Source: an optimization exercise on an open RTL-to-GDS flow (aim: a short achievable clock period and few clock cycles per item). Production flows keep margins and buffers that such runs may drop.
Only simulation tests tie the RTL to the original design; equivalence was not proved.
Power is estimated from default activity; no workload was simulated.

==> flow/design.v <==
package mem_pkg;
	localparam int PAGE_OFFSET = 12;
	localparam int VPN_W = 32 - PAGE_OFFSET;
	localparam int PPN_W = 8;
	localparam int PHYS_ADDR_W = PPN_W + PAGE_OFFSET;
	localparam int TLB_ENTRIES = 8;
	localparam int TLB_IDX_W = $clog2(TLB_ENTRIES);
	localparam int LINE_BYTES = 16;
	localparam int CACHE_LINES = 16;
	localparam int LINE_W = LINE_BYTES * 8;
	localparam int LINE_OFF_W = $clog2(LINE_BYTES);
	localparam int WORD_SEL_W = LINE_OFF_W - 2;                  
	localparam int INDEX_W = $clog2(CACHE_LINES);
	localparam int TAG_W = PHYS_ADDR_W - INDEX_W - LINE_OFF_W;
	typedef struct packed {
		logic [31:0] vaddr;
		logic [31:0] wdata;
		logic        store;
		logic        word;                                       
		logic        priv;                                       
	} mem_req_t;
	typedef enum logic [1:0] {
		ST_OK,
		ST_TLB_MISS,
		ST_PRIV_FAULT
	} mem_status_t;
	typedef struct packed {
		logic [31:0] rdata;
		mem_status_t status;
	} mem_resp_t;
	typedef struct packed {
		logic [VPN_W-1:0] vpn;
		logic [PPN_W-1:0] ppn;
		logic             kernel;
	} tlb_entry_t;
	typedef struct packed {
		logic [PHYS_ADDR_W-1:0] paddr;
		logic                   store;
		logic [3:0]             mask;                            
		logic [31:0]            wdata;                           
	} cache_req_t;
	typedef struct packed {
		logic [PHYS_ADDR_W-1:0] addr;                            
		logic                   write;
		logic [LINE_W-1:0]      data;
	} line_req_t;
endpackage
module dtlb (
	input  logic             clock,
	input  logic             reset_i,
	input  logic             lookup_en_i,
	input  logic [mem_pkg::VPN_W-1:0] lookup_vpn_i,
	output logic             hit_o,
	output logic [mem_pkg::PPN_W-1:0] ppn_o,
	output logic             kernel_o,
	input  logic             tlb_we_i,
	input  mem_pkg::tlb_entry_t       tlb_entry_i
);
	logic [mem_pkg::VPN_W-1:0] vpn_q [mem_pkg::TLB_ENTRIES];
	logic [mem_pkg::PPN_W-1:0] ppn_q [mem_pkg::TLB_ENTRIES];
	logic kernel_q [mem_pkg::TLB_ENTRIES];
	logic [mem_pkg::TLB_ENTRIES-1:0] valid_q;
	logic [mem_pkg::TLB_IDX_W-1:0] rr_q;                                  
	logic [mem_pkg::TLB_ENTRIES-1:0] lk_match;
	logic [mem_pkg::TLB_ENTRIES-1:0] wr_match;
	logic [mem_pkg::PPN_W-1:0] ppn_sel;
	logic kernel_sel;
	logic [mem_pkg::TLB_IDX_W-1:0] wr_slot;
	always_comb begin
		ppn_sel = '0;
		kernel_sel = 1'b0;
		wr_slot = rr_q;
		for (int i = 0; i < mem_pkg::TLB_ENTRIES; i++) begin
			lk_match[i] = valid_q[i] && (vpn_q[i] == lookup_vpn_i);
			wr_match[i] = valid_q[i] && (vpn_q[i] == tlb_entry_i.vpn);
			if (lk_match[i]) begin
				ppn_sel |= ppn_q[i];
				kernel_sel |= kernel_q[i];
			end
			if (wr_match[i]) begin
				wr_slot = mem_pkg::TLB_IDX_W'(i);                         
			end
		end
	end
	always_ff @(posedge clock) begin
		if (reset_i) begin
			valid_q <= '0;
			rr_q <= '0;
			hit_o <= 1'b0;
		end else begin
			if (lookup_en_i) begin
				hit_o <= |lk_match;
			end
			if (tlb_we_i) begin
				valid_q[wr_slot] <= 1'b1;
				if (!(|wr_match)) begin
					rr_q <= rr_q + 1'b1;
				end
			end
		end
	end
	always_ff @(posedge clock) begin
		if (lookup_en_i) begin
			ppn_o <= ppn_sel;
			kernel_o <= kernel_sel;
		end
		if (tlb_we_i) begin
			vpn_q[wr_slot] <= tlb_entry_i.vpn;
			ppn_q[wr_slot] <= tlb_entry_i.ppn;
			kernel_q[wr_slot] <= tlb_entry_i.kernel;
		end
	end
endmodule
module data_cache (
	input  logic              clock,
	input  logic              reset_i,
	input  logic              req_valid_i,
	output logic              req_ready_o,
	input  mem_pkg::cache_req_t        req_i,
	output logic              done_o,
	output logic [31:0]       rdata_o,
	output logic              mem_req_valid_o,
	input  logic              mem_req_ready_i,
	output mem_pkg::line_req_t         mem_req_o,
	input  logic              mem_rvalid_i,
	input  logic [mem_pkg::LINE_W-1:0] mem_rdata_i
);
	typedef enum logic [2:0] {
		C_IDLE,
		C_WRITEBACK,
		C_FILL_REQ,
		C_FILL_WAIT,
		C_REPLAY
	} cache_state_t;
	cache_state_t state_q;
	logic [mem_pkg::LINE_W-1:0] data_q [mem_pkg::CACHE_LINES];
	logic [mem_pkg::TAG_W-1:0] tag_q [mem_pkg::CACHE_LINES];
	logic [mem_pkg::CACHE_LINES-1:0] valid_q;
	logic [mem_pkg::CACHE_LINES-1:0] dirty_q;
	mem_pkg::cache_req_t held_q;                                          
	mem_pkg::cache_req_t acc;
	logic [mem_pkg::INDEX_W-1:0] idx;
	logic [mem_pkg::TAG_W-1:0] tag;
	logic [mem_pkg::WORD_SEL_W-1:0] wsel;
	logic hit;
	logic victim_dirty;
	logic do_access;
	logic start_miss;
	logic [mem_pkg::LINE_W-1:0] cur_line;
	logic [mem_pkg::LINE_W-1:0] new_line;
	logic [31:0] old_word;
	logic [31:0] new_word;
	mem_pkg::line_req_t wb_req;
	mem_pkg::line_req_t fill_req;
	assign acc = (state_q == C_IDLE) ? req_i : held_q;
	assign idx = acc.paddr[mem_pkg::LINE_OFF_W +: mem_pkg::INDEX_W];
	assign tag = acc.paddr[mem_pkg::PHYS_ADDR_W-1 -: mem_pkg::TAG_W];
	assign wsel = acc.paddr[2 +: mem_pkg::WORD_SEL_W];
	assign hit = valid_q[idx] && (tag_q[idx] == tag);
	assign victim_dirty = valid_q[idx] && dirty_q[idx];
	assign req_ready_o = (state_q == C_IDLE);
	assign do_access = (req_ready_o && req_valid_i && hit) || (state_q == C_REPLAY);
	assign start_miss = req_ready_o && req_valid_i && !hit;
	always_comb begin
		cur_line = data_q[idx];
		old_word = cur_line[wsel*32 +: 32];
		for (int b = 0; b < 4; b++) begin
			new_word[b*8 +: 8] = acc.mask[b] ? acc.wdata[b*8 +: 8] : old_word[b*8 +: 8];
		end
		new_line = cur_line;
		new_line[wsel*32 +: 32] = new_word;
	end
	assign wb_req = {tag_q[idx], idx, {mem_pkg::LINE_OFF_W{1'b0}}, 1'b1, cur_line};
	assign fill_req = {tag, idx, {mem_pkg::LINE_OFF_W{1'b0}}, 1'b0, {mem_pkg::LINE_W{1'b0}}};
	always_ff @(posedge clock) begin
		if (reset_i) begin
			state_q <= C_IDLE;
			valid_q <= '0;
			dirty_q <= '0;
			mem_req_valid_o <= 1'b0;
			done_o <= 1'b0;
		end else begin
			done_o <= do_access;
			if (do_access && acc.store) begin
				dirty_q[idx] <= 1'b1;
			end
			case (state_q)
				C_IDLE: begin
					if (start_miss) begin
						mem_req_valid_o <= 1'b1;
						state_q <= victim_dirty ? C_WRITEBACK : C_FILL_REQ;
					end
				end
				C_WRITEBACK: begin
					if (mem_req_ready_i) begin
						state_q <= C_FILL_REQ;               
					end
				end
				C_FILL_REQ: begin
					if (mem_req_ready_i) begin
						mem_req_valid_o <= 1'b0;
						state_q <= C_FILL_WAIT;
					end
				end
				C_FILL_WAIT: begin
					if (mem_rvalid_i) begin
						valid_q[idx] <= 1'b1;
						dirty_q[idx] <= 1'b0;
						state_q <= C_REPLAY;
					end
				end
				default: state_q <= C_IDLE;                  
			endcase
		end
	end
	always_ff @(posedge clock) begin
		if (do_access) begin
			rdata_o <= old_word;
			if (acc.store) begin
				data_q[idx] <= new_line;
			end
		end
		if (start_miss) begin
			held_q <= req_i;
			mem_req_o <= victim_dirty ? wb_req : fill_req;
		end
		if (state_q == C_WRITEBACK && mem_req_ready_i) begin
			mem_req_o <= fill_req;
		end
		if (state_q == C_FILL_WAIT && mem_rvalid_i) begin
			data_q[idx] <= mem_rdata_i;
			tag_q[idx] <= tag;
		end
	end
endmodule
module mem_stage (
	input  logic             clock,
	input  logic             reset_i,
	input  logic             req_valid_i,
	output logic             req_ready_o,
	input  mem_pkg::mem_req_t         req_i,
	output logic             resp_valid_o,
	input  logic             resp_ready_i,
	output mem_pkg::mem_resp_t        resp_o,
	output logic             lookup_en_o,
	output logic [mem_pkg::VPN_W-1:0] lookup_vpn_o,
	input  logic             tlb_hit_i,
	input  logic [mem_pkg::PPN_W-1:0] tlb_ppn_i,
	input  logic             tlb_kernel_i,
	output logic             cache_valid_o,
	input  logic             cache_ready_i,
	output mem_pkg::cache_req_t       cache_req_o,
	input  logic             cache_done_i,
	input  logic [31:0]      cache_rdata_i
);
	typedef enum logic [1:0] {
		S_IDLE,
		S_TRANSLATE,
		S_ACCESS,
		S_RESPOND
	} stage_state_t;
	stage_state_t state_q;
	mem_pkg::mem_req_t req_q;
	mem_pkg::mem_resp_t resp_q;
	logic priv_fault;
	logic [7:0] load_byte;
	assign req_ready_o = (state_q == S_IDLE);
	assign resp_valid_o = (state_q == S_RESPOND);
	assign resp_o = resp_q;
	assign lookup_en_o = req_valid_i && req_ready_o;
	assign lookup_vpn_o = req_i.vaddr[31:mem_pkg::PAGE_OFFSET];
	assign priv_fault = tlb_kernel_i && !req_q.priv;
	assign cache_valid_o = (state_q == S_TRANSLATE) && tlb_hit_i && !priv_fault;
	assign cache_req_o.paddr = {tlb_ppn_i, req_q.vaddr[mem_pkg::PAGE_OFFSET-1:0]};
	assign cache_req_o.store = req_q.store;
	assign cache_req_o.mask = req_q.word ? 4'b1111 : (4'b0001 << req_q.vaddr[1:0]);
	assign cache_req_o.wdata = req_q.word ? req_q.wdata : {4{req_q.wdata[7:0]}};
	assign load_byte = cache_rdata_i[{req_q.vaddr[1:0], 3'b000} +: 8];
	always_ff @(posedge clock) begin
		if (reset_i) begin
			state_q <= S_IDLE;
		end else begin
			case (state_q)
				S_IDLE: if (lookup_en_o) state_q <= S_TRANSLATE;
				S_TRANSLATE: begin
					if (!tlb_hit_i || priv_fault) begin
						state_q <= S_RESPOND;
					end else if (cache_ready_i) begin
						state_q <= S_ACCESS;
					end
				end
				S_ACCESS: if (cache_done_i) state_q <= S_RESPOND;
				default: if (resp_ready_i) state_q <= S_IDLE;
			endcase
		end
	end
	always_ff @(posedge clock) begin
		if (lookup_en_o) begin
			req_q <= req_i;
		end
		if (state_q == S_TRANSLATE && !tlb_hit_i) begin
			resp_q.rdata <= '0;
			resp_q.status <= mem_pkg::ST_TLB_MISS;
		end else if (state_q == S_TRANSLATE && priv_fault) begin
			resp_q.rdata <= '0;
			resp_q.status <= mem_pkg::ST_PRIV_FAULT;
		end else if (state_q == S_ACCESS && cache_done_i) begin
			resp_q.status <= mem_pkg::ST_OK;
			if (req_q.store) begin
				resp_q.rdata <= '0;                              
			end else begin
				resp_q.rdata <= req_q.word ? cache_rdata_i : {24'b0, load_byte};
			end
		end
	end
endmodule
module mem_subsystem (
	input  logic              clock,
	input  logic              reset_i,
	input  logic              req_valid_i,
	output logic              req_ready_o,
	input  mem_pkg::mem_req_t          req_i,
	output logic              resp_valid_o,
	input  logic              resp_ready_i,
	output mem_pkg::mem_resp_t         resp_o,
	input  logic              tlb_we_i,
	input  mem_pkg::tlb_entry_t        tlb_entry_i,
	output logic              mem_req_valid_o,
	input  logic              mem_req_ready_i,
	output mem_pkg::line_req_t         mem_req_o,
	input  logic              mem_rvalid_i,
	input  logic [mem_pkg::LINE_W-1:0] mem_rdata_i
);
	logic lookup_en;
	logic [mem_pkg::VPN_W-1:0] lookup_vpn;
	logic tlb_hit;
	logic [mem_pkg::PPN_W-1:0] tlb_ppn;
	logic tlb_kernel;
	logic cache_valid;
	logic cache_ready;
	mem_pkg::cache_req_t cache_req;
	logic cache_done;
	logic [31:0] cache_rdata;
	mem_stage stage0 (
		.clock, .reset_i,
		.req_valid_i, .req_ready_o, .req_i,
		.resp_valid_o, .resp_ready_i, .resp_o,
		.lookup_en_o(lookup_en), .lookup_vpn_o(lookup_vpn),
		.tlb_hit_i(tlb_hit), .tlb_ppn_i(tlb_ppn), .tlb_kernel_i(tlb_kernel),
		.cache_valid_o(cache_valid), .cache_ready_i(cache_ready), .cache_req_o(cache_req),
		.cache_done_i(cache_done), .cache_rdata_i(cache_rdata)
	);
	dtlb dtlb0 (
		.clock, .reset_i,
		.lookup_en_i(lookup_en), .lookup_vpn_i(lookup_vpn),
		.hit_o(tlb_hit), .ppn_o(tlb_ppn), .kernel_o(tlb_kernel),
		.tlb_we_i, .tlb_entry_i
	);
	data_cache cache0 (
		.clock, .reset_i,
		.req_valid_i(cache_valid), .req_ready_o(cache_ready), .req_i(cache_req),
		.done_o(cache_done), .rdata_o(cache_rdata),
		.mem_req_valid_o, .mem_req_ready_i, .mem_req_o,
		.mem_rvalid_i, .mem_rdata_i
	);
endmodule
module mem_top (
	input  logic         clock,
	input  logic         reset_i,
	input  logic         req_valid_i,
	output logic         req_ready_o,
	input  logic [31:0]  req_vaddr_i,
	input  logic [31:0]  req_wdata_i,
	input  logic         req_store_i,
	input  logic         req_word_i,
	input  logic         req_priv_i,
	output logic         resp_valid_o,
	input  logic         resp_ready_i,
	output logic [31:0]  resp_rdata_o,
	output logic [1:0]   resp_status_o,
	input  logic         tlb_we_i,
	input  logic [19:0]  tlb_vpn_i,
	input  logic [7:0]   tlb_ppn_i,
	input  logic         tlb_kernel_i,
	output logic         mem_req_valid_o,
	input  logic         mem_req_ready_i,
	output logic [19:0]  mem_req_addr_o,
	output logic         mem_req_write_o,
	output logic [127:0] mem_req_data_o,
	input  logic         mem_rvalid_i,
	input  logic [127:0] mem_rdata_i
);
	mem_pkg::mem_req_t req;
	mem_pkg::mem_resp_t resp;
	mem_pkg::tlb_entry_t tlb_entry;
	mem_pkg::line_req_t mem_req;
	assign req.vaddr = req_vaddr_i;
	assign req.wdata = req_wdata_i;
	assign req.store = req_store_i;
	assign req.word = req_word_i;
	assign req.priv = req_priv_i;
	assign resp_rdata_o = resp.rdata;
	assign resp_status_o = resp.status;
	assign tlb_entry.vpn = tlb_vpn_i;
	assign tlb_entry.ppn = tlb_ppn_i;
	assign tlb_entry.kernel = tlb_kernel_i;
	assign mem_req_addr_o = mem_req.addr;
	assign mem_req_write_o = mem_req.write;
	assign mem_req_data_o = mem_req.data;
	mem_subsystem sub0 (
		.clock, .reset_i,
		.req_valid_i, .req_ready_o, .req_i(req),
		.resp_valid_o, .resp_ready_i, .resp_o(resp),
		.tlb_we_i, .tlb_entry_i(tlb_entry),
		.mem_req_valid_o, .mem_req_ready_i, .mem_req_o(mem_req),
		.mem_rvalid_i, .mem_rdata_i
	);
endmodule
==> flow/run.sh <==
#!/bin/bash
# synth_recipe.tcl (not shown) runs the flow's synth.tcl, then flattens the netlist and writes it again
# the make line also repeats each setting of config.mk as NAME=value (left out here)
make -C /OpenROAD-flow-scripts/flow DESIGN_CONFIG=/design/flow/config.mk WORK_HOME=/design/flow/orfs CLKGATE_MAP_FILE= SYNTH_SCRIPT=/design/flow/synth_recipe.tcl finish
==> flow/config.mk <==
export PLATFORM = sky130hd
export DESIGN_NAME = mem_top
export DESIGN_NICKNAME = mem_top
export VERILOG_FILES = /design/flow/design.v
export SDC_FILE = /design/flow/constraint.sdc
export NUM_CORES = 4
export LEC_CHECK = 0
export CAP_MARGIN = 20
export CORE_MARGIN = 2
export CORE_UTILIZATION = 40
export SLEW_MARGIN = 20
==> flow/constraint.sdc <==
create_clock -name core_clock -period 8.0 [get_ports {clock}]
set_input_delay 1.6000 -clock core_clock [delete_from_list [all_inputs] [get_ports {clock}]]
set_output_delay 1.6000 -clock core_clock [all_outputs]
set_load 0.01 [all_outputs]
==> flow_summary_export.csv, run 1 <==
group,metric,value,unit
die,rows,200,
global_route,grt_pass1_wl,556000,µm
drt,route.met2.wl,179000,µm
critical_path,cpMaxStageDelayCell,"nand2_1",
logic_synthesis,synth_top_area_share,66.0,%
logic_synthesis,synth_edf_count,2631,
critical_path,worstSetupStartpointType,"flop",
power_and_ir_drop,fin_total_pwr,46800,µW
logic_synthesis,netlist_area,0.120,mm²
drt,final_antenna_net_count,0,
cells_and_area,fin_nets,8931,
cells_and_area,syn_to_final_growth,16.0,%
drt,met1_length,157000,µm
timing,finalSetupViolations,0,
critical_path,critPathLaunch,"sub0.cache0.state_q[1]",
global_route,track_usage,25.5,%
critical_path,timing.reg2reg.worst_path_depth,12,
cells_and_area,drive_gt1_share,10.6,%
timing,hold_viol_final,0,
logic_synthesis,syn_avg_cell_area,14.3,µm²
critical_path,worstPathRequired,8.53,ns
drt,routed.top_layer,"met5",
drt,routedWlPerCell,30.9,µm
drt,drc_errors,0,
outcome,outcome,"timing/DRC/antenna clean",
clock_tree,clk_path_buf_depth,4,
logic_synthesis,synth_area_leader_cell,"edfxtp_1",
logic_synthesis,synth.distinct_cells,83,
clock_tree,post_cts_buffers,0,
logic_synthesis,yosys-top-cells-area,"edfxtp_1, mux2i_1, nand2_1",
timing,relSlewSlack,17.8,%
placement,place.gp.congestion,0.962,
critical_path,crit_chain,"or4b_1 -> nand2_8 -> inv_8 -> a211oi_1 -> a31oi_1 -> xnor2_1 -> o221a_1 -> nor4_2 -> nand4_2 -> nand2_1 -> o211a_4 -> buf_12",
power_and_ir_drop,powerDensity,337,mW/mm²
critical_path,cp.arrival,7.22,ns
drt,drt-vias-per-instance,6.00,
die,die_w,551,µm
clock_tree,cts_made_buffers,308,
clock_tree,tritoncts,"built",
clock_tree,cts_root_buffer,"clkbuf_16",
timing,finalWorstSetupSlack,1.31,ns
critical_path,timing.rr.start,"sub0.cache0.state_q[1]",
critical_path,cp-end-kind,"flop",
timing,skew,0.0434,ns
placement,io_buffer_count,412,
global_route,grt_max_degree,172,
critical_path,worstSetupPathType,"reg -> reg",
flow_run,cap_violations,0,
critical_path,r2r_slack,1.31,ns
power_and_ir_drop,pwr-share-comb,28.1,%
logic_synthesis,ys_warn_count,3,
global_route,overflow,0,
logic_synthesis,yosysSeqAreaShare,69.5,%
clock_tree,path_clk_slew,0.06,ns
die,boundaryPins,417,
clock_tree,cts_sinks,2845,
die,die_area,0.304,mm²
timing,timing.final.crit_share,83.6,%
cells_and_area,mostFrequentLayoutCells,"edfxtp_1, nand2_1, mux2i_1, clkdlybuf4s50_1, clkbuf_16",
critical_path,max_stage_delay,0.83,ns
power_and_ir_drop,peakVddDrop,0.208,mV
cells_and_area,fillCellCount,25700,
drt,wl,398000,µm
drt,met3_length,35600,µm
timing,drv_slew,0,
placement,place_ws,1.43,ns
drt,first_iter_violations,10600,
timing,rsz0062_at_grt,"no",
power_and_ir_drop,p_leak,0.0472,µW
die,initial_core_util,40.3,%
clock_tree,cts_hold_buf,0,
timing,worst_pin_slew,1.23,ns
logic_synthesis,ys_ff_latch,2845,
worst_hold_path,hold_path.class,"reg -> reg",
global_route,grt_pass1_vias,73600,
logic_synthesis,async_flop_share,0,%
timing,layout_min_cycle_time,6.69,ns
logic_synthesis,synthCells,8369,
timing,setup-tns-final,0,ns
placement,dp_hpwl,247000,µm
clock_tree,insertion_delay,0.92,ns
power_and_ir_drop,power_switching_share,33.7,%
die,core,0.297,mm²
die,die_y,551,µm
power_and_ir_drop,p_clk_share,30.3,%
power_and_ir_drop,p_int,31100,µW
timing,fmax,149,MHz
logic_synthesis,synthFlopType,"edfxtp_1",
critical_path,rr_endpoint,"sub0.cache0.data_q[6][116]",
critical_path,path_max_fanout,73,
critical_path,crit_end,"sub0.cache0.data_q[6][116]",
cells_and_area,final_common_cell,"edfxtp_1",
clock_tree,h-tree-depth,5,
timing,hold_ws,0.450,ns
power_and_ir_drop,netSwitchingPower,15800,µW
drt,via_count,77300,
global_route,antenna_found_initial,18,
drt,dr.pass1.iters,8,
power_and_ir_drop,seqPwrFrac,41.5,%
clock_tree,cts_resized,0,
==> worst max-delay path, delay by kind of cell, from the launching register on <==
kind | cells | cell delay, ns
flip-flops | 1 | 0.62
buffers and inverters | 2 | 0.85
AND/OR/NAND/NOR | 5 | 2.98
XOR/XNOR | 1 | 0.19
AO/OA/AOI/OAI | 4 | 1.46
==> stage by stage <==
step	util (%)	instances	instance area, µm²
detailed placement	43.4	12300	129000
finish	46.7	12900	139000
CTS	46.7	12900	139000
floorplan	-	8372	120000
global placement	43.4	12300	129000
global route	46.7	12900	139000
==> layout make-up <==
| type | instances | area [µm²] | share of cell area [%] |
|---|---|---|---|
| Antenna cell | 10 | 25.0 | 0.0180 |
| Clock buffer | 404 | 8300 | 5.98 |
| Clock inverter | 156 | 1680 | 1.21 |
| Inverter | 62 | 259 | 0.186 |
| Multi-Input combinational cell | 4861 | 34200 | 24.6 |
| Sequential cell | 2845 | 83300 | 60.0 |
| Tap cell | 3939 | 4930 | 3.55 |
| Timing Repair Buffer | 605 | 6250 | 4.50 |
==> registers in the layout (all words and copies together), names as in the netlist, 16 cells and up <==
| signal | flops |
|---|---|
| sub0.cache0.dirty_q | 16 |
| sub0.cache0.valid_q | 16 |
| sub0.dtlb0.ppn_q | 64 |
| sub0.stage0.req_q | 47 |
| sub0.cache0.tag_q | 192 |
| sub0.dtlb0.vpn_q | 160 |
| sub0.cache0.data_q | 2048 |
| sub0.cache0.rdata_o | 32 |
| sub0.cache0.held_q | 55 |
| sub0.cache0.mem_req_o | 145 |
| sub0.stage0.resp_q | 34 |
==> power by group through the flow <==
stage / Clock (µW) / Combinational, µW / Sequential (µW)
floorplan: 0 / 7590 / 19600
global placement: 0 / 12700 / 19800
global route: 14900 / 13900 / 19500
finish: 14200 / 13200 / 19500
detailed placement: 0 / 12900 / 19800
CTS: 14400 / 12900 / 19500
==> metal layers <==
layer	vias up	GRT usage [%]
met5	-	0
li1	32800	-
met3	872	3.99
met1	39200	34.6
met4	12	14.5
met2	4401	39.1
==> cell usage after synthesis (17+ instances only) <==
cell and instances:
a211oi_1 203, a21o_1 65, a21oi_1 151, a22oi_1 44
a311oi_1 268, a31oi_1 22, and3_1 206, buf_1 59
buf_2 157, buf_4 17, clkbuf_1 368, dfxtp_1 214
edfxtp_1 2631, ha_1 17, inv_1 57, mux2i_1 583
mux4_2 194, nand2_1 1309, nand3_1 207, nand4_1 126
nor2_1 303, nor3_1 46, nor4_1 53, o21a_1 83
o21ai_0 82, o21ai_1 88, o22a_1 65, o22ai_1 148
or3_1 66, xnor2_1 234, xor2_1 104
==> how the worst min path moves through the flow <==
stage                                    start                         end  slack, ns  cells after the start
floorplan                 sub0.stage0.req_q[2]      sub0.cache0.held_q[36]       0.42                      0
global placement     sub0.cache0.mem_req_o[72]   sub0.cache0.mem_req_o[72]       0.44                      2
detailed placement  sub0.cache0.mem_req_o[111]  sub0.cache0.mem_req_o[111]       0.44                      2
CTS                  sub0.cache0.mem_req_o[47]   sub0.cache0.mem_req_o[47]       0.45                      2
global route         sub0.cache0.mem_req_o[47]   sub0.cache0.mem_req_o[47]       0.46                      2
finish               sub0.cache0.mem_req_o[97]   sub0.cache0.mem_req_o[97]       0.45                      2
==> kinds of logic after synthesis <==
kind of cell	count (synthesis)	synth area share, %
other	1	0.00313
buffers and inverters	666	2.32
XOR/XNOR	338	2.47
AO/OA/AOI/OAI	1325	7.95
adder cells (fa/ha/maj)	17	0.178
AND/OR/NAND/NOR	2386	8.88
multiplexers	791	8.65
flip-flops	2845	69.5
Testbench counts, summed over its fixed seeds: cycles 16,563, items 3,200.
==> run 2, diff against run 1 <==
--- a/flow/config.mk
+++ b/flow/config.mk
@@ -9,3 +9,5 @@
 export CORE_MARGIN = 2
 export CORE_UTILIZATION = 40
+export SETUP_SLACK_MARGIN = 5
 export SLEW_MARGIN = 20
+export TNS_END_PERCENT = 5
==> flow_summary_export.csv, run 2 <==
group,metric,value,unit
outcome,outcome,"timing/DRC/antenna clean",
timing,drv_slew,0,
cells_and_area,fin_nets,9454,
logic_synthesis,synth_common_cells,"edfxtp_1, nand2_1, mux2i_1",
die,core,0.297,mm²
placement,place_area,0.129,mm²
clock_tree,insertion_delay,0.95,ns
clock_tree,path_clk_slew,0.07,ns
clock_tree,clk_path_buf_depth,4,
logic_synthesis,synth.distinct_cells,83,
logic_synthesis,ys_warn_count,3,
logic_synthesis,syn_avg_cell_area,14.3,µm²
flow_run,cap_violations,0,
timing,worst_pin_slew,1.43,ns
worst_hold_path,hold_path.class,"reg -> reg",
global_route,overflow,0,
logic_synthesis,synth_area_leader_cell,"edfxtp_1",
cells_and_area,mostFrequentLayoutCells,"edfxtp_1, nand2_1, mux2i_1, clkdlybuf4s50_1, clkbuf_16",
cells_and_area,regMostFlops,"sub0.cache0.data_q",
timing,relSlewSlack,4.67,%
timing,rsz0062_at_grt,"yes",
drt,wl,478000,µm
timing,finalSetupViolations,0,
placement,place.gp.congestion,0.939,
logic_synthesis,synth_top_area_share,66.0,%
placement,io_buffer_count,412,
critical_path,cp.arrival,5.09,ns
cells_and_area,layout.cells.non_filler,13400,
logic_synthesis,synthCells,8369,
timing,setup-tns-final,0,ns
power_and_ir_drop,peakVddDrop,0.189,mV
cells_and_area,drive_gt1_share,19.3,%
placement,dp.cells,12300,
timing,layout_min_cycle_time,4.43,ns
logic_synthesis,yosysSeqAreaShare,69.5,%
clock_tree,cts_root_buffer,"clkbuf_16",
logic_synthesis,synth.most_common_cell,"edfxtp_1",
clock_tree,h-tree-depth,5,
logic_synthesis,netlist_area,0.120,mm²
drt,via_count,84900,
drt,drc_errors,0,
critical_path,worstSetupPathType,"reg -> reg",
timing,skew,0.0798,ns
cells_and_area,post-route-cell-area,0.150,mm²
cells_and_area,largest_reg_flops,2048,
global_route,grt_pass1_wl,633000,µm
cells_and_area,final_common_cell,"edfxtp_1",
die,die_w,551,µm
global_route,grt_max_degree,124,
critical_path,path_max_fanout,16,
die,initial_core_util,40.3,%
drt,first_iter_violations,14100,
drt,dr.pass1.iters,8,
die,rows,200,
placement,dp_hpwl,247000,µm
die,die_area,0.304,mm²
cells_and_area,syn_to_final_growth,25.6,%
critical_path,worstPathRequired,8.66,ns
timing,timing.final.crit_share,55.4,%
drt,routedWlPerCell,35.6,µm
global_route,antenna_found_initial,32,
clock_tree,tritoncts,"built",
logic_synthesis,async_flop_share,0,%
drt,final_antenna_net_count,0,
critical_path,cp-end-kind,"flop",
timing,hold_ws,0.453,ns
logic_synthesis,synth_edf_count,2631,
critical_path,worstSetupStartpointType,"flop",
cells_and_area,reg_top3,"sub0.cache0.data_q x2048, sub0.cache0.tag_q x192, sub0.dtlb0.vpn_q x160",
timing,fmax,225,MHz
logic_synthesis,ys_ff_latch,2845,
die,boundaryPins,417,
drt,drt-vias-per-instance,6.33,
global_route,grt_pass1_vias,78200,
clock_tree,cts_sinks,2845,
die,die_y,551,µm
power_and_ir_drop,p_leak,0.0523,µW
logic_synthesis,yosys-top-cells-area,"edfxtp_1, mux2i_1, nand2_1",
clock_tree,cts_hold_buf,0,
clock_tree,cts_made_buffers,310,
timing,hold_viol_final,0,
power_and_ir_drop,powerDensity,331,mW/mm²
logic_synthesis,synthFlopType,"edfxtp_1",
global_route,track_usage,29.9,%
## run 2: cells by family after synthesis
| group | after synthesis | share of synthesized area, % |
|---|---|---|
| compound gates | 1325 | 7.95 |
| xor+xnor | 338 | 2.47 |
| fa+ha+maj | 17 | 0.178 |
| buf+inv | 666 | 2.32 |
| flops | 2845 | 69.5 |
| mux | 791 | 8.65 |
| other cells | 1 | 0.00313 |
| simple gates | 2386 | 8.88 |
## run 2: final cells by class
class / count / area [µm²]
multi-input combinational: 4900 / 36800
tap: 3939 / 4930
inverter: 62 / 333
timing repair inverter: 11 / 125
antenna: 21 / 52.6
timing repair buffer: 1076 / 15000
clock buffer: 412 / 8460
sequential: 2845 / 83300
clock inverter: 148 / 1500
fill: 24500 / 147000
## run 2: what timing repair did
item	4_1_cts	5_1_grt
buffers inserted	246	95
hold endpoints to repair	0	0
gates cloned	140	53
pin swaps	76	52
gates resized for setup	654	257
setup endpoints to repair	5116	5047
## run 2: stage by stage
| stage | util, % | power [µW] | setup WS (ns) |
|---|---|---|---|
| final | 50.6 | 49800 | 3.57 |
| after detailed placement | 43.4 | 32600 | 1.61 |
| after floorplan | - | 27200 | 3.53 |
| after global placement | 43.4 | 32400 | 1.73 |
| after CTS | 49.6 | 48800 | 3.77 |
| after global routing | 50.6 | 51000 | 3.52 |
## run 2: report_power, final
group	switching (µW)	internal (µW)	total (µW)	leakage (µW)
Clock	6100	8130	14200	0.00481
Sequential	311	19100	19400	0.0255
Combinational	11000	5250	16200	0.0220
## run 2: critical path, stage by stage, from the launching register on
cell and delay [ns]:
edfxtp_1 0.34, buf_6 0.16, or4b_4 0.53, buf_12 0.17, nand2_8 0.08, buf_12 0.17
buf_12 0.16, inv_12 0.09, buf_16 0.15, mux2i_1 0.11, mux4_2 0.55, a21o_1 0.28
o22ai_2 0.31, nor2_2 0.14, a21oi_2 0.41, o22a_2 0.44
## run 2: routing by layer
layer | global-route usage, % | share of wire (%) | vias up | wire length (µm)
met5 | 0 | 0.034 | - | 161
met4 | 18.3 | 7.3 | 26 | 34800
met3 | 7.95 | 13 | 1273 | 62600
met2 | 43.0 | 43 | 6533 | 204000
met1 | 40.3 | 37 | 43000 | 176000
li1 | - | - | 34100 | -
## run 2: path summary, 6_finish.rpt
check / end / start / cells past startpoint / slack, ns
max: sub0.cache0.data_q[3][13] / sub0.stage0.req_q[39] / 15 / 3.57
min: sub0.cache0.mem_req_o[52] / sub0.cache0.mem_req_o[52] / 2 / 0.45
max reg2reg: sub0.cache0.data_q[3][13] / sub0.stage0.req_q[39] / 15 / 3.57
min reg2reg: sub0.cache0.mem_req_o[52] / sub0.cache0.mem_req_o[52] / 2 / 0.45

-- what the ideal ports hide --
In the flow no input, the clock included, has a driving cell. The finished layouts below were timed again as built, in two steps. Step 1 sets driving cells, clkbuf_16 on the clock port and buf_2 on the other inputs (assumed; they add their load-dependent delay and slew). Step 2, shift: input delay + t, output delay - t, t = (earliest + latest rising clock arrival at the registers) / 2. This alone moves slack from input paths to output paths. Slacks: ideal / step 1 / step 2; pairs: ideal / step 1.
| run | shift t [ns] | setup slack, ns | worst setup path at the end |
|---|---|---|---|
| run 1 | 0.990 | 1.309 / 1.309 / 1.309 | register to register |
| run 2 | 1.019 | 3.565 / 3.565 / 2.661 | input to register |
After both steps setup and hold are still met in every run listed. The setup slack of run 2, which loses most, moves by 0.000 ns with the drivers and by -0.904 ns with both steps.
